From an optimization exercise on the open Yosys and OpenROAD flow, aimed at small area, a short achievable clock period and few clock cycles per item; shortcuts taken in it are not production practice. Only simulation tests tie the RTL to the original design; equivalence was not proved. No activity file was given, so power comes from the tool's default toggle rates.

// postfix_expression_evaluator
module postfix_expression_evaluator #(
	parameter int STACK_DEPTH = pee_pkg::DEFAULT_STACK_DEPTH
) (
	input  wire logic        clk,
	input  wire logic        arst_n,
	input  wire logic        s_axis_tvalid,
	output logic             s_axis_tready,
	input  wire logic [7:0]  s_axis_tdata,    
	input  wire logic        s_axis_tlast,    
	output logic             m_axis_tvalid,
	input  wire logic        m_axis_tready,
	output logic [31:0]      m_axis_tdata,    
	output logic [1:0]       m_axis_tuser     
);
For scale: about 2,300 cells after synthesis, about 600 flip-flops, roughly 49 I/O pins, about 28,000 µm² of cells after synthesis.
clock: 10.0 ns
lec_check: 0
abc_clock_period_in_ps: 3000
cap_margin: 35
core_margin: 2
core_utilization: 55
cts_buf_list: sky130_fd_sc_hd__clkbuf_8
cts_cluster_diameter: 50
cts_cluster_size: 16
slew_margin: 35
standard.sh (not shown) runs the stock make flow with config.mk's settings and CLKGATE_MAP_FILE= SYNTH_SCRIPT=/design/flow/synth_recipe.tcl, a recipe that flattens the netlist after the stock synthesis.
==> flow/flow/run.sh <==
#!/bin/bash
set -euo pipefail
bash standard.sh SETUP_SLACK_MARGIN=6 finish > standard_flow.log 2>&1
The first run completed with no timing, DRC or antenna violations.
Testbench counts at the start, summed over its fixed seeds: cycles 19,629, items 1,920.
Then changed:
--- a/flow/design.v
+++ b/flow/design.v
@@ -276,29 +276,28 @@
 		| (sd_key == 10'd385)
 		| (sd_key == 10'd417)
 		| (sd_key == 10'd449)
 		| (sd_key == 10'd481)
 		| (sd_key == 10'd514);
 	assign q5[4] = (sd_key == 10'd513);
 	assign sdiv6 = !a_small ? 6'd0 : (n_q[W-1] ^ t_q[W-1]) ? (6'd0 - {1'b0, q5}) : {1'b0, q5};
-	logic xs_t, xs_w, xs_n4, xs_n8, mul2, xinv, ys_n, ys_n2, yinv;
+	logic xs_n, xs_w, xs_n4, xs_n8, mul2, ys_t, ys_n, ys_n2, inv;
 	logic [W-1:0] x_op, y_op, sum;
 	logic cout;
-	assign x_op = ({W{xs_t}} & t_q) | ({W{xs_w}} & w_q)
+	assign x_op = ({W{xs_n}} & n_q) | ({W{xs_w}} & w_q)
 		| ({W{xs_n4}} & {n_q[W-3:0], 2'b00}) | ({W{xs_n8}} & {n_q[W-4:0], 3'b000});
-	assign y_op = ({W{ys_n}} & n_q) | ({W{ys_n2}} & {n_q[W-2:0], 1'b0});
-	logic [W-1:0] x_x, y_x, pg_p, pg_g;
+	assign y_op = ({W{ys_t}} & t_q) | ({W{ys_n}} & n_q) | ({W{ys_n2}} & {n_q[W-2:0], 1'b0});
+	logic [W-1:0] y_x, pg_p, pg_g;
 	logic [W:0] kg [0:6];
 	logic [W:0] kp [0:6];
-	assign x_x = x_op ^ {W{xinv}};
-	assign y_x = y_op ^ {W{yinv}};
-	assign pg_p = x_x ^ y_x;
-	assign pg_g = x_x & y_x;
+	assign y_x = y_op ^ {W{inv}};
+	assign pg_p = x_op ^ y_x;
+	assign pg_g = x_op & y_x;
 	always_comb begin
-		kg[0] = {pg_g, xinv | yinv};
+		kg[0] = {pg_g, inv};
 		kp[0] = {pg_p, 1'b0};
 		for (int l = 0; l < 6; l++) begin
 			for (int i = 0; i <= W; i++) begin
 				if (i >= (1 << l)) begin
 					kg[l+1][i] = kg[l][i] | (kp[l][i] & kg[l][i - (1 << l)]);
 					kp[l+1][i] = kp[l][i] & kp[l][i - (1 << l)];
 				end else begin
@@ -370,27 +369,27 @@
 		| ({W{ns_l1}} & {n_q[W-2:0], 1'b0})
 		| ({W{ns_r1}} & {1'b0, n_q[W-1:1]})
 		| ({W{ns_hold || !en}} & n_q);
 	logic nh_add, nh_sub, nh_mul, nh_div, nh_as;
 	assign {nh_add, nh_sub, nh_mul, nh_div} = h_nx[7:4];
 	assign nh_as = nh_add || nh_sub;
 	always_ff @(posedge clk) begin
-		xs_t <= (nst_idle && (nh_as || nh_div)) || nst_divf;
+		xs_n <= nst_idle && nh_as;
 		xs_w <= nst_mul || nst_div1 || nst_div2;
 		mul2 <= nst_idle && nh_mul && (g_push || p_dig) && !in_val[3];
 		xs_n4 <= nst_idle && nh_mul && (g_push || p_dig) && !in_val[3] && (in_val[2] ^ in_val[1]);
 		xs_n8 <= nst_idle && nh_mul && (g_push || p_dig) && !in_val[3] && in_val[2] && in_val[1];
-		xinv <= (nst_idle && (nh_sub || (nh_div && t_nx[W-1]))) || (nst_divf && neg_q);
-		ys_n <= (nst_idle && (nh_as || (nh_mul && t_nx[0]))) || (nst_mul && (t_q[2] ^ t_q[1])) || nst_divb || nst_div2;
+		ys_t <= (nst_idle && (nh_as || nh_div)) || nst_divf;
+		ys_n <= (nst_idle && nh_mul && t_nx[0]) || (nst_mul && (t_q[2] ^ t_q[1])) || nst_divb || nst_div2;
 		ys_n2 <= (nst_idle && nh_mul && t_nx[1] && !t_nx[0])
 			|| (nst_mul && ((t_q[3] && !t_q[2] && !t_q[1]) || (!t_q[3] && t_q[2] && t_q[1])))
 			|| nst_div1;
-		yinv <= (nst_idle && nh_mul && t_nx[1])
+		inv <= (nst_idle && (nh_sub || (nh_mul && t_nx[1]) || (nh_div && t_nx[W-1])))
 			|| (nst_mul && t_q[3] && !(t_q[2] && t_q[1]))
-			|| (nst_divb && n_q[W-1]) || nst_div1 || (nst_div2 && (st_div1 || cout));
+			|| (nst_divb && n_q[W-1]) || nst_div1 || (nst_div2 && (st_div1 || cout)) || (nst_divf && neg_q);
 	end
 	logic [DEPTH_W-1:0] d_d;
 	always_comb begin
 		d_d = d_q;
 		if (clr) begin
 			d_d = '0;
 		end else if (p_dig) begin
Result: The new run completed without violations; design area falls by 0.30%; via count rises by 3.3%; sequential share of layout area rises by 0.14 points; hold slack improves by 0.0096 ns; clock skew is about the same; sequential cell count does not change; power rises by 78%; die area rises by 0.46%; maximum frequency is about the same; worst setup slack degrades by 0.010 ns; core utilization falls by 0.31 points.
Testbench counts after the change, summed over its fixed seeds: cycles 19,629, items 1,920.

[port drivers added, routing unchanged]
The flow's constraints put no driver on any port. The routed layouts listed below were extracted and timed again, unchanged, in two steps.
Step 1 (the two cells are an assumption about what drives the block):
set clk [get_ports {clk}]
set_driving_cell -lib_cell sky130_fd_sc_hd__clkbuf_16 $clk
set_driving_cell -lib_cell sky130_fd_sc_hd__buf_2 [delete_from_list [all_inputs] $clk]
Step 2 times the ports against the registers' clock, not the clock port: input delays grow and output delays shrink by t, the midpoint of the rising clock arrivals with the driver on.
Three values: ideal, step 1, step 2; two values: the first two.
run	t (ns)	setup WS [ns]	hold slack, ns	worst register clock-pin slew, ns	pins driven straight from the clock port
the first run	0.744	6.040 / 5.979 / 5.458	0.487 / 0.487 / 0.487	0.10 / 0.10	1
the second run	0.758	6.030 / 5.970 / 5.385	0.496 / 0.496 / 0.496	0.10 / 0.10	1
After both steps every run listed still meets setup and hold. The setup slack of the second run, which loses most, moves by -0.060 ns with the drivers and by -0.645 ns with both steps.
